Context: an optimization exercise on an open-source flow, tuned for small area, a short achievable clock period and few clock cycles per item. The choices shown serve that exercise and are no tape-out recipe. The RTL was checked by simulation tests, not by an equivalence proof against the original design.

`flow/design.v`:
```
module aes128_iter_encrypt #(
  parameter int Nb = 128,
  parameter int UNROLL = 1
) (
  input  logic          clk,
  input  logic          reset,
  input  logic          in_valid,
  output logic          in_ready,
  input  logic [Nb-1:0] plain_text,
  input  logic [Nb-1:0] round_key,
  output logic          out_valid,
  input  logic          out_ready,
  output logic [Nb-1:0] cipher_text,
  output logic          busy
);
  localparam int NR = 10;
  function automatic logic [7:0] rcon(input logic [3:0] r);
    rcon = r == 4'd9 ? 8'h1b : r == 4'd10 ? 8'h36 : 8'h01 << (r - 4'd1);
  endfunction
  logic [127:0] st_q, key_q, r_mc, r_last, r_key;
  logic [3:0] rnd_q;
  logic run_q, ov_q, last, accept;
  assign in_ready = !run_q && (!ov_q || out_ready);
  assign accept = in_valid && in_ready;
  assign last = rnd_q == 4'(NR);
  assign out_valid = ov_q;
  assign cipher_text = st_q;
  assign busy = run_q;
  aes_round u_round (
    .st(st_q), .key(key_q), .rc(rcon(rnd_q)),
    .nst_mc(r_mc), .nst_last(r_last), .nkey(r_key));
  always_ff @(posedge clk) begin
    if (accept) begin
      st_q <= plain_text ^ round_key;
      key_q <= round_key;
    end else begin
      if (run_q) st_q <= last ? r_last : r_mc;
      key_q <= r_key;
    end
  end
  always_ff @(posedge clk or negedge reset) begin
    if (!reset) begin
      run_q <= 1'b0;
      ov_q <= 1'b0;
      rnd_q <= '0;
    end else begin
      if (run_q) rnd_q <= rnd_q + 4'd1;
      if (run_q && last) begin
        run_q <= 1'b0;
        ov_q <= 1'b1;
      end else if (ov_q && out_ready) begin
        ov_q <= 1'b0;
      end
      if (accept) begin
        run_q <= 1'b1;
        rnd_q <= 4'd1;
      end
    end
  end
endmodule
module aes_round (
  input  logic [127:0] st,
  input  logic [127:0] key,
  input  logic [7:0]   rc,
  output logic [127:0] nst_mc,
  output logic [127:0] nst_last,
  output logic [127:0] nkey
);
  logic [127:0] a;
  logic [31:0] sk, p0, p1, p2, p3;
  for (genvar i = 0; i < 16; i++) begin : g_sb
    aes_sbox u_sb (.x(st[127-8*((i+4*(i%4))%16) -: 8]), .y(a[127-8*i -: 8]));
  end
  aes_sbox u_sk0 (.x(key[23:16]), .y(sk[31:24]));
  aes_sbox u_sk1 (.x(key[15:8]), .y(sk[23:16]));
  aes_sbox u_sk2 (.x(key[7:0]), .y(sk[15:8]));
  aes_sbox u_sk3 (.x(key[31:24]), .y(sk[7:0]));
  xv #(8) u_p0 (.a(key[127:120]), .b(rc), .y(p0[31:24]));
  assign p0[23:0] = key[119:96];
  xv #(32) u_p1 (.a(p0), .b(key[95:64]), .y(p1));
  xv #(32) u_p2 (.a(p1), .b(key[63:32]), .y(p2));
  xv #(32) u_p3 (.a(p2), .b(key[31:0]), .y(p3));
  xv #(128) u_nk (.a({p0, p1, p2, p3}), .b({sk, sk, sk, sk}), .y(nkey));
  xv #(128) u_ak (.a(a), .b(nkey), .y(nst_last));
  for (genvar c = 0; c < 4; c++) begin : g_mc
    logic [7:0] d [4];
    logic [7:0] e [4];
    logic [7:0] f [4];
    logic [7:0] t;
    for (genvar i = 0; i < 4; i++) begin : g_d
      xv #(8) u_d (.a(a[127-32*c-8*i -: 8]), .b(a[127-32*c-8*((i+1)%4) -: 8]), .y(d[i]));
    end
    xv #(8) u_t (.a(d[0]), .b(d[2]), .y(t));
    for (genvar i = 0; i < 4; i++) begin : g_o
      assign e[i][0] = d[i][7];
      assign e[i][2] = d[i][1];
      assign e[i][7:5] = d[i][6:4];
      xr u_e1 (.a(d[i][0]), .b(d[i][7]), .y(e[i][1]));
      xr u_e3 (.a(d[i][2]), .b(d[i][7]), .y(e[i][3]));
      xr u_e4 (.a(d[i][3]), .b(d[i][7]), .y(e[i][4]));
      xv #(8) u_f (.a(e[i]), .b(t), .y(f[i]));
      xv #(8) u_b (.a(f[i]), .b(nst_last[127-32*c-8*i -: 8]), .y(nst_mc[127-32*c-8*i -: 8]));
    end
  end
endmodule
module xv #(
  parameter int W = 8
) (
  input  logic [W-1:0] a,
  input  logic [W-1:0] b,
  output logic [W-1:0] y
);
  for (genvar i = 0; i < W; i++) begin : g
    xr u (.a(a[i]), .b(b[i]), .y(y[i]));
  end
endmodule
module aes_sbox (
  input  logic [7:0] x,
  output logic [7:0] y
);
  logic U0, U1, U2, U3, U4, U5, U6, U7;
  logic T1, T2, T3, T4, T5, T6, T7, T8, T9, T10, T11, T12, T13, T14, T15, T16, T17, T18, T19, T20, T21, T22, T23, T24, T25, T26, T27, M1, M2, M3, M4, M5, M6, M7, M8, M9, M10, M11, M12, M13, M14, M15, M16, M17, M18, M19, M20, M21, M22, M23, M24, M25, M26, M27, M28, M29, M30, M31, M32, M33, M34, M35, M36, M37, M38, M39, M40, M41, M42, M43, M44, M45, M46, M47, M48, M49, M50, M51, M52, M53, M54, M55, M56, M57, M58, M59, M60, M61, M62, M63, L0, L1, L2, L3, L4, L5, L6, L7, L8, L9, L10, L11, L12, L13, L14, L15, L16, L17, L18, L19, L20, L21, L22, L23, L24, L25, L26, L27, L28, L29;
  assign {U0, U1, U2, U3, U4, U5, U6, U7} = x;
  xr g_t1 (.a(U0), .b(U3), .y(T1));
  xr g_t2 (.a(U0), .b(U5), .y(T2));
  xr g_t3 (.a(U0), .b(U6), .y(T3));
  xr g_t4 (.a(U3), .b(U5), .y(T4));
  xr g_t5 (.a(U4), .b(U6), .y(T5));
  xr g_t6 (.a(T1), .b(T5), .y(T6));
  xr g_t7 (.a(U1), .b(U2), .y(T7));
  xr g_t8 (.a(U7), .b(T6), .y(T8));
  xr g_t9 (.a(U7), .b(T7), .y(T9));
  xr g_t10 (.a(T6), .b(T7), .y(T10));
  xr g_t11 (.a(U1), .b(U5), .y(T11));
  xr g_t12 (.a(U2), .b(U5), .y(T12));
  xr g_t13 (.a(T3), .b(T4), .y(T13));
  xr g_t14 (.a(T6), .b(T11), .y(T14));
  xr g_t15 (.a(T5), .b(T11), .y(T15));
  xr g_t16 (.a(T5), .b(T12), .y(T16));
  xr g_t17 (.a(T9), .b(T16), .y(T17));
  xr g_t18 (.a(U3), .b(U7), .y(T18));
  xr g_t19 (.a(T7), .b(T18), .y(T19));
  xr g_t20 (.a(T1), .b(T19), .y(T20));
  xr g_t21 (.a(U6), .b(U7), .y(T21));
  xr g_t22 (.a(T7), .b(T21), .y(T22));
  xr g_t23 (.a(T2), .b(T22), .y(T23));
  xr g_t24 (.a(T2), .b(T10), .y(T24));
  xr g_t25 (.a(T20), .b(T17), .y(T25));
  xr g_t26 (.a(T3), .b(T16), .y(T26));
  xr g_t27 (.a(T1), .b(T12), .y(T27));
  nd g_m1 (.a(T13), .b(T6), .y(M1));
  nd g_m2 (.a(T23), .b(T8), .y(M2));
  xn g_m3 (.a(T14), .b(M1), .y(M3));
  nd g_m4 (.a(T19), .b(U7), .y(M4));
  xr g_m5 (.a(M4), .b(M1), .y(M5));
  nd g_m6 (.a(T3), .b(T16), .y(M6));
  nd g_m7 (.a(T22), .b(T9), .y(M7));
  xn g_m8 (.a(T26), .b(M6), .y(M8));
  nd g_m9 (.a(T20), .b(T17), .y(M9));
  xr g_m10 (.a(M9), .b(M6), .y(M10));
  nd g_m11 (.a(T1), .b(T15), .y(M11));
  nd g_m12 (.a(T4), .b(T27), .y(M12));
  xr g_m13 (.a(M12), .b(M11), .y(M13));
  nd g_m14 (.a(T2), .b(T10), .y(M14));
  xr g_m15 (.a(M14), .b(M11), .y(M15));
  xn g_m16 (.a(M3), .b(M2), .y(M16));
  xr g_m17 (.a(M5), .b(T24), .y(M17));
  xn g_m18 (.a(M8), .b(M7), .y(M18));
  xr g_m19 (.a(M10), .b(M15), .y(M19));
  xr g_m20 (.a(M16), .b(M13), .y(M20));
  xr g_m21 (.a(M17), .b(M15), .y(M21));
  xr g_m22 (.a(M18), .b(M13), .y(M22));
  xr g_m23 (.a(M19), .b(T25), .y(M23));
  xn g_m24 (.a(M22), .b(M23), .y(M24));
  nd g_m25 (.a(M22), .b(M20), .y(M25));
  xr g_m26 (.a(M21), .b(M25), .y(M26));
  xn g_m27 (.a(M20), .b(M21), .y(M27));
  xr g_m28 (.a(M23), .b(M25), .y(M28));
  nr g_m29 (.a(M28), .b(M27), .y(M29));
  nr g_m30 (.a(M26), .b(M24), .y(M30));
  nd g_m31 (.a(M20), .b(M23), .y(M31));
  nr g_m32 (.a(M27), .b(M31), .y(M32));
  xr g_m33 (.a(M27), .b(M25), .y(M33));
  nd g_m34 (.a(M21), .b(M22), .y(M34));
  nr g_m35 (.a(M24), .b(M34), .y(M35));
  xr g_m36 (.a(M24), .b(M25), .y(M36));
  xr g_m37 (.a(M21), .b(M29), .y(M37));
  xr g_m38 (.a(M32), .b(M33), .y(M38));
  xr g_m39 (.a(M23), .b(M30), .y(M39));
  xr g_m40 (.a(M35), .b(M36), .y(M40));
  xr g_m41 (.a(M38), .b(M40), .y(M41));
  xr g_m42 (.a(M37), .b(M39), .y(M42));
  xr g_m43 (.a(M37), .b(M38), .y(M43));
  xr g_m44 (.a(M39), .b(M40), .y(M44));
  xr g_m45 (.a(M42), .b(M41), .y(M45));
  nd g_m46 (.a(M44), .b(T6), .y(M46));
  nd g_m47 (.a(M40), .b(T8), .y(M47));
  nd g_m48 (.a(M39), .b(U7), .y(M48));
  nd g_m49 (.a(M43), .b(T16), .y(M49));
  nd g_m50 (.a(M38), .b(T9), .y(M50));
  nd g_m51 (.a(M37), .b(T17), .y(M51));
  nd g_m52 (.a(M42), .b(T15), .y(M52));
  nd g_m53 (.a(M45), .b(T27), .y(M53));
  nd g_m54 (.a(M41), .b(T10), .y(M54));
  nd g_m55 (.a(M44), .b(T13), .y(M55));
  nd g_m56 (.a(M40), .b(T23), .y(M56));
  nd g_m57 (.a(M39), .b(T19), .y(M57));
  nd g_m58 (.a(M43), .b(T3), .y(M58));
  nd g_m59 (.a(M38), .b(T22), .y(M59));
  nd g_m60 (.a(M37), .b(T20), .y(M60));
  nd g_m61 (.a(M42), .b(T1), .y(M61));
  nd g_m62 (.a(M45), .b(T4), .y(M62));
  nd g_m63 (.a(M41), .b(T2), .y(M63));
  xr g_l0 (.a(M61), .b(M62), .y(L0));
  xr g_l1 (.a(M50), .b(M56), .y(L1));
  xr g_l2 (.a(M46), .b(M48), .y(L2));
  xr g_l3 (.a(M47), .b(M55), .y(L3));
  xr g_l4 (.a(M54), .b(M58), .y(L4));
  xr g_l5 (.a(M49), .b(M61), .y(L5));
  xn g_l6 (.a(M62), .b(L5), .y(L6));
  xn g_l7 (.a(M46), .b(L3), .y(L7));
  xr g_l8 (.a(M51), .b(M59), .y(L8));
  xr g_l9 (.a(M52), .b(M53), .y(L9));
  xn g_l10 (.a(M53), .b(L4), .y(L10));
  xn g_l11 (.a(M60), .b(L2), .y(L11));
  xr g_l12 (.a(M48), .b(M51), .y(L12));
  xn g_l13 (.a(M50), .b(L0), .y(L13));
  xr g_l14 (.a(M52), .b(M61), .y(L14));
  xn g_l15 (.a(M55), .b(L1), .y(L15));
  xn g_l16 (.a(M56), .b(L0), .y(L16));
  xn g_l17 (.a(M57), .b(L1), .y(L17));
  xn g_l18 (.a(M58), .b(L8), .y(L18));
  xn g_l19 (.a(M63), .b(L4), .y(L19));
  xr g_l20 (.a(L0), .b(L1), .y(L20));
  xr g_l21 (.a(L1), .b(L7), .y(L21));
  xr g_l22 (.a(L3), .b(L12), .y(L22));
  xr g_l23 (.a(L18), .b(L2), .y(L23));
  xr g_l24 (.a(L15), .b(L9), .y(L24));
  xr g_l25 (.a(L6), .b(L10), .y(L25));
  xr g_l26 (.a(L7), .b(L9), .y(L26));
  xr g_l27 (.a(L8), .b(L10), .y(L27));
  xr g_l28 (.a(L11), .b(L14), .y(L28));
  xr g_l29 (.a(L11), .b(L17), .y(L29));
  xr g_s0 (.a(L6), .b(L24), .y(y[7]));
  xn g_s1 (.a(L16), .b(L26), .y(y[6]));
  xn g_s2 (.a(L19), .b(L28), .y(y[5]));
  xr g_s3 (.a(L6), .b(L21), .y(y[4]));
  xr g_s4 (.a(L20), .b(L22), .y(y[3]));
  xr g_s5 (.a(L25), .b(L29), .y(y[2]));
  xn g_s6 (.a(L13), .b(L27), .y(y[1]));
  xn g_s7 (.a(L6), .b(L23), .y(y[0]));
endmodule
module xr (input logic a, input logic b, output logic y);
  assign y = a ^ b;
endmodule
module xn (input logic a, input logic b, output logic y);
  assign y = ~(a ^ b);
endmodule
module nd (input logic a, input logic b, output logic y);
  assign y = ~(a & b);
endmodule
module nr (input logic a, input logic b, output logic y);
  assign y = ~(a | b);
endmodule
```
`flow/config.mk`:
```
export PLATFORM = sky130hd
export DESIGN_NAME = aes128_iter_encrypt
export DESIGN_NICKNAME = aes128_iter_encrypt
export VERILOG_FILES = /design/flow/design.v
export SDC_FILE = /design/flow/constraint.sdc
export NUM_CORES = 4
export LEC_CHECK = 0
export CAP_MARGIN = 20
export CORE_MARGIN = 2
export CORE_UTILIZATION = 45
export PLACE_DENSITY = 0.6
export SLEW_MARGIN = 20
export SYNTH_HIERARCHICAL = 1
export SYNTH_MINIMUM_KEEP_SIZE = 0
```
`flow/constraint.sdc`:
```
create_clock -name core_clock -period 9.0 [get_ports {clk}]
set_input_delay 1.8000 -clock core_clock [delete_from_list [all_inputs] [get_ports {clk}]]
set_output_delay 1.8000 -clock core_clock [all_outputs]
set_load 0.01 [all_outputs]
```
`flow/run.sh`:
```
#!/bin/bash
# synth_recipe.tcl (not shown) runs the flow's synth.tcl, then flattens the netlist and writes it again
# the make line also repeats each setting of config.mk as NAME=value (left out here)
make -C /OpenROAD-flow-scripts/flow DESIGN_CONFIG=/design/flow/config.mk WORK_HOME=/design/flow/orfs CLKGATE_MAP_FILE= SYNTH_SCRIPT=/design/flow/synth_recipe.tcl finish
```
==> results.cfg <==
[global_routing]
grt_max_degree = 120
grt_pass1_wl_um = 195000
antenna_found_initial = 0
use_met2_pct = 47.4
grt_use_met3_pct = 2.95
busiest_layer = met2
gr-total-overflow = 0
use_met1_pct = 41.3
track_usage_pct = 29.2
grt_pass1_vias = 29100

[clock_tree]
cts_sinks = 262
cts_tree = yes
post_cts_resized = 0
h-tree-depth = 2
clockBufferDepth = 3
post-cts-setup-buffers = 0
numCtsBuffers = 38
clock_latency_ns = 0.58
clk_pin_slew_worst_paths_ns = 0.06
cts_hold_buf = 0
clockRootBuffer = clkbuf_16

[synthesis]
syn_nets = 4546
synth.avg_cell_area_um2 = 9.14
synth.cell_area_um2 = 39100
synth_top_area_share_pct = 51.6
netlist_instances = 4279
synth-seq-cells = 262
ys_top_cells_by_area = xor2_1 52%, xnor2_1 12%, edfxtp_1 9.8%
yosysTopAreaCell = xor2_1
ys_types = 37
yosysSeqAreaShare_pct = 16.8
yosys_warnings = 24

[setup_path]
worst_ep_required_time_ns = 9.27
ff2ff_setup_slack_ns = 1.01
worstPathCellList = xor2_1 -> xor2_1 -> xor2_1 -> nand2_1 -> xor2_1 -> xor2_1 -> xor2_1 -> xnor2_1 -> xor2_1 -> xor2_1 -> xor2_1 -> xor2_1 -> nand2_1 -> xor2_1 -> xor2_1 -> xor2_1 -> xor2_1 -> xor2_1 -> xor2_1 -> xor2_1 -> mux2i_1 -> mux2i_1
cp_common_cell = xor2_1
critPathKind = flip-flop to flip-flop
critPathCaptureType = flip-flop
cp.depth = 22
cp.arrival_ns = 8.27
r2r-start = st_q[103]
slowest_stage = xor2_1
r2r_cells = 22
reg2reg_to = st_q[71]
startpoint_type = flip-flop
crit_fanout = 5
critPathBufInv = 0
crit_family = XOR/XNOR gates
max_stage_delay_ns = 0.63
crit_start = st_q[103]
cp-endpoint = st_q[71]

[floorplanning]
ios = 391
dieArea_um2 = 89200
core-area_um2 = 86500
rows = 108
initial_core_util_pct = 45.2
die_y_um = 299
dieWidth_um = 299

[detailed_routing]
vias = 29200
ant_nets = 0
firstDrtPassIters = 5
drt_wl_total_um = 134000
drt_iter0_drc = 1967
viasPerCell = 4.98
avgRoutedWirePerCell_um = 22.9
drc = 0

[placed_design]
io_buffers = 390
dp_slack_ns = 1.20
gp_congestion = 0.996
dp.cells = 5799
dp_hpwl_um = 112000

[timing]
fin_worst_skew_ns = 0.0385
hold_viol = 0
tightestPinTransition_ns = 1.13
finalSetupViolCount = 0
fmax_mhz = 125
rsz0062_at_grt = no
drv_slew = 0
holdWs_ns = 0.653
finalCritPeriodShare_pct = 88.8
tns_ns = 0
finalCriticalPeriod_ns = 7.99
setup_slack_ns = 1.01
slew-limit-headroom_pct = 24.4

[status]
status = no timing/DRC/antenna violations

[layout]
layout.nets = 4951
syn_to_final_growth_pct = 16.6
final_cell_mix = 2,303 x xor2_1, 609 x nand2_1, 528 x xnor2_1
final_common_cell = xor2_1
drive_gt1_share_pct = 4.71
stdcell_count = 5870

[run]
cap_violations = 0

[hold_path]
min_path_type = flip-flop to flip-flop
## routing by layer
metal | part of all wire, % | vias to the layer above
met5 | 0 | -
li1 | - | 14300
met3 | 4.9 | 139
met4 | 2.8 | 0
met1 | 47 | 14000
met2 | 45 | 815
## stage by stage
| step | util, % | instance area [µm²] |
|---|---|---|
| finish | 52.7 | 45600 |
| global route | 52.7 | 45600 |
| CTS | 52.7 | 45600 |
| detailed placement | 51.3 | 44400 |
| global placement | 51.3 | 44400 |
| floorplan | - | 39100 |
## state kept, by name, indices dropped and copies added (netlist names)
name and cells:
ov_q 1, key_q 128, rnd_q 4, run_q 1, st_q 128
## cell families (layout without fill, tap and decap cells)
| group | Yosys count | count (layout) | synth area share [%] |
|---|---|---|---|
| XOR/XNOR | 2835 | 2835 | 63.5 |
| AND/OR/NAND/NOR | 714 | 714 | 7.04 |
| multiplexers | 384 | 384 | 11.2 |
| flip-flops | 262 | 262 | 16.8 |
| buffers and inverters | 54 | 488 | 0.858 |
| AO/OA/AOI/OAI | 23 | 23 | 0.384 |
| adder cells (fa/ha/maj) | 7 | 7 | 0.224 |
| other | 0 | 2 | 0 |
## modules after synthesis, one instance, submodules excluded, excerpt
| module | times used | flops+latches | cell area (µm²) | cells inside |
|---|---|---|---|---|
| aes128_iter_encrypt | 1 | 262 | 12900 | 895 |
| xn | 400 | 0 | 8.76 | 1 |
| xr | 2304 | 0 | 8.76 | 1 |
| nd | 600 | 0 | 3.75 | 1 |
| nr | 80 | 0 | 3.75 | 1 |
## cell type report
cell class	count	area, µm²
diodes	2	5.00
fillers	8274	40900
flip-flops and latches	262	6560
clock inverters	16	139
multi-input cells	3963	32200
clock buffers	53	1090
inverters	4	15.0
repair buffers	415	4100
well taps	1155	1450
## worst register-to-register path, stage by stage (launching register included)
cell and delay (ns):
edfxtp_1 0.54, xor2_1 0.51, xor2_1 0.45, xor2_1 0.32, nand2_1 0.10, xor2_1 0.31, xor2_1 0.21, xor2_1 0.37
xnor2_1 0.23, xor2_1 0.22, xor2_1 0.42, xor2_1 0.31, xor2_1 0.21, nand2_1 0.14, xor2_1 0.31, xor2_1 0.22
xor2_1 0.62, xor2_1 0.64, xor2_1 0.47, xor2_1 0.33, xor2_1 0.13, mux2i_1 0.47, mux2i_1 0.17
## worst min-delay path by stage
| stage | startpoint | to | slack, ns | cells after the start |
|---|---|---|---|---|
| 2_1_floorplan | rnd_q[2] | run_q | 0.62 | 3 |
| 3_3_place_gp | ov_q | ov_q | 0.64 | 2 |
| 3_5_place_dp | ov_q | ov_q | 0.64 | 2 |
| 6_report | ov_q | ov_q | 0.65 | 2 |
| 4_1_cts | ov_q | ov_q | 0.66 | 2 |
| 5_1_grt | ov_q | ov_q | 0.70 | 2 |
## synth_stat cells
library cell and instances:
inv_1 4, and4b_1 1, or3b_1 1, nor3b_1 1, dfxtp_1 128, nand4_1 4, ha_1 7, nand2_1 609
nor2_1 86, buf_6 11, a21o_1 2, o311a_1 1, a31oi_1 3, o21ai_0 6, nor2b_1 3, nand2b_1 2
buf_4 4, o22ai_1 1, edfxtp_1 128, nor2b_4 1, o21ba_2 1, nor4b_1 3, mux2_2 28, dfrtp_1 6
a21boi_0 2, mux2i_1 256, or2_2 1, xor2_1 2305, xnor2_1 530, mux2_4 100, o31ai_1 2, or3_1 1
o211ai_1 2, clkbuf_1 7, and3b_1 1, a21oi_1 3, buf_2 28
Testbench counts, summed over its fixed seeds: cycles 8,808, items 800.

## afterwards: timing with drivers on the ports
In the flow no input, the clock included, has a driving cell. The finished layout below was timed again as built, in two steps. Step 1 sets driving cells, clkbuf_16 on the clock port and buf_2 on the other inputs (assumed; they add their load-dependent delay and slew). Step 2, shift: input delay + t, output delay - t, t = (earliest + latest rising clock arrival at the registers) / 2. This alone moves slack from input paths to output paths. Three values: ideal, step 1, step 2; two values: the first two.
t, ns: 0.622
slack for setup (ns): 1.007 / 1.007 / 1.007
worst setup path after step 2: register to register
After both steps setup and hold are still met in this run. For this run, drivers alone change the setup slack by 0.000 ns; drivers and shift together by 0.000 ns.
